This is an optimization exercise on Yosys and OpenROAD, whose aim is small area, not a production implementation. Only simulation tests tie the RTL to the original design; equivalence was not proved. Power figures rest on the tool's default switching activity, not on a simulated workload.

## v8
## dmaTop
module dmaTop #(
  parameter int numChannels = 4
) (
  input  logic                   clk,
  input  logic                   rst_b,
  input  logic [7:0]             ioAddr,
  input  logic                   ioWrite,
  input  logic [31:0]            ioWdata,
  output logic [31:0]            ioRdata,
  input  logic [7:0]             vcount,
  input  logic [7:0]             hcount,
  input  logic                   cpuPreemptable,
  output logic                   memActive,
  output logic [31:0]            memAddr,
  output logic                   memWrite,
  output logic [1:0]             memSize,
  output logic [31:0]            memWdata,
  input  logic [31:0]            memRdata,
  input  logic                   memWait,
  output logic [numChannels-1:0] irq
);
Size in the first run: about 200 I/O pins.
==> flow/config.mk <==
export PLATFORM = sky130hd
export DESIGN_NAME = dmaTop
export DESIGN_NICKNAME = dmaTop
export VERILOG_FILES = /design/flow/design.v
export SDC_FILE = /design/flow/constraint.sdc
export NUM_CORES = 4
export LEC_CHECK = 0
export CAP_MARGIN = 20
export CORE_MARGIN = 2
export CORE_UTILIZATION = 70
export SLEW_MARGIN = 20
==> flow/constraint.sdc <==
create_clock -name core_clock -period 10.0 [get_ports {clk}]
set_input_delay 2.0000 -clock core_clock [delete_from_list [all_inputs] [get_ports {clk}]]
set_output_delay 2.0000 -clock core_clock [all_outputs]
set_load 0.01 [all_outputs]
standard.sh (not shown) runs the stock make flow with config.mk's settings and CLKGATE_MAP_FILE= SYNTH_SCRIPT=/design/flow/synth_recipe.tcl, a recipe that flattens the netlist after the stock synthesis.
==> flow/flow/run.sh <==
#!/bin/bash
# Layout flow: the standard flow (standard.sh) step by step, with
#  - the combinational logic of the standard synthesis re-mapped for area
#    (flip-flops untouched; a SAT proof checks the new netlist against the
#    standard one, and the standard netlist is kept if anything fails),
#  - every port still buffered, with buf_1 instead of clkdlybuf4s50_1,
#  - a clock tree of clkbuf_8 with larger sink clusters and no dummy loads.
# Each step's output goes to its own log in this folder.
set -euo pipefail
HERE=$(pwd)
YOSYS=$(command -v yosys || echo "$FLOW_HOME/../tools/install/yosys/bin/yosys")
export BUFFER_PORTS_ARGS="-buffer_cell sky130_fd_sc_hd__buf_1"
export CTS_ARGS="-sink_clustering_enable -repair_clock_nets -dont_use_dummy_load -buf_list sky130_fd_sc_hd__clkbuf_8 -sink_clustering_size 14 -sink_clustering_max_diameter 70"

bash standard.sh synth > synth.log 2>&1

R=$HERE/orfs/results/sky130hd/dmaTop/base
cp "$R/1_2_yosys.v" "$HERE/netlist_standard.v"
export REMAP_LIB="$FLOW_HOME/platforms/sky130hd/lib/sky130_fd_sc_hd__tt_025C_1v80.lib"
export REMAP_IN="$HERE/netlist_standard.v"
export REMAP_OUT="$HERE/netlist_remap.v"
export REMAP_TOP="$FLOW_TOP"
export REMAP_SCRIPT="$HERE/flow/area.abc"
if "$YOSYS" -c flow/remap.tcl > remap.log 2>&1 && "$YOSYS" -c flow/equiv.tcl > equiv.log 2>&1; then
  cp "$REMAP_OUT" "$R/1_2_yosys.v"
  rm -f "$R/1_synth.odb" "$R/1_synth.sdc"
  bash standard.sh synth > synth_remap.log 2>&1
else
  echo "re-map not used" > remap_skipped.log
fi

bash standard.sh floorplan > floorplan.log 2>&1
bash standard.sh place > place.log 2>&1
bash standard.sh cts > cts.log 2>&1
bash standard.sh finish > finish.log 2>&1
==> flow/flow/area.abc <==
strash
&get -n
&fraig -x
&put
scorr
dc2
strash
&get -n
&deepsyn -T 120
&put
dch -f
amap
Other scripts of this flow, unchanged in this note and not shown: flow/flow/equiv.tcl, flow/flow/remap.tcl
v8 has completed all stages; timing, DRC and antenna checks passed.
#### Input delta (v20 over v8)
Settings: CORE_UTILIZATION now 60, was 70.
## What came out
v20 finished end to end and its layout was clean on timing, DRC and antenna. Comparing v20 and v8, the lower fraction of power consumed by the clock network was measured on v8. Comparing v20 and v8, the lower final net count is on v20. Number of antenna violations at the first check in global routing | v20 below v8. v20 vs v8: total of plain and repair buffers excluding clock buffers up in v20. | total via count in the routed design | lower: v20 |. Taking v8 as the reference point, the placed standard-cell area of v20 rises by 0.32%. Total non-filler cell area in the finished layout is higher on v20.
> inputs changed (v20 -> v18)
==> flow/flow/area.abc <==
strash
dc2
dch -f
amap
==> comparison <==
Re fraction of layout instances using a drive strength above 1: v18 is 0.29 points down on v20.
~same combined flip-flop and latch cell area in v20 and v18
v20 was routed with fewer vias than v18.
Re post-layout minimum cycle time: v20 was higher than v18.
In the metrics for v20 and v18, the one carrying the higher final non-filler cell area is v18.
Edits applied to the flow inputs when going from v18 to v43:
==> flow/flow/area.abc <==
strash
&get -n
&fraig -x
&put
scorr
dc2
strash
&get -n
&deepsyn -T 300
&put
dch -f
amap
--- outcome ---
As of v43, tap cell count had fallen by a little under 10% compared to v18.
| non-clock buffer count | v43 vs v18 | 18 lower |
v43: buffering stage count on the worst path with inverters included higher than v18
Aggregate global-route resource usage was lower in v43 than in v18.
Diff v18 -> v43 | cell area | decrease of about 3.6%

==> afterwards: timing with drivers on the ports <==
The flow's constraints put no driver on any port. The routed layouts listed below were extracted and timed again, unchanged, in two steps.
Step 1 assumes that a clkbuf_16 drives the clock port and a buf_2 every other input.
Step 2 moves the port delays by t, midway between the first and last clock arrival at a register: inputs arrive t later, outputs are due t later. That takes back most of the time a late clock gives input paths.
Three values: ideal ports, drivers, drivers and shift; two values: the first two.
run | t (ns) | slack for setup (ns) | latest minus earliest clock arrival (ns)
v8 | 0.790 | 1.490 / 1.490 / 1.490 | 0.048 / 0.049
v20 | 0.787 | 1.002 / 1.002 / 1.002 | 0.107 / 0.106
v18 | 0.786 | 1.814 / 1.814 / 1.814 | 0.092 / 0.092
v43 | 0.766 | 1.401 / 1.401 / 1.401 | 0.082 / 0.081
After both steps setup and hold are still met in every run listed.
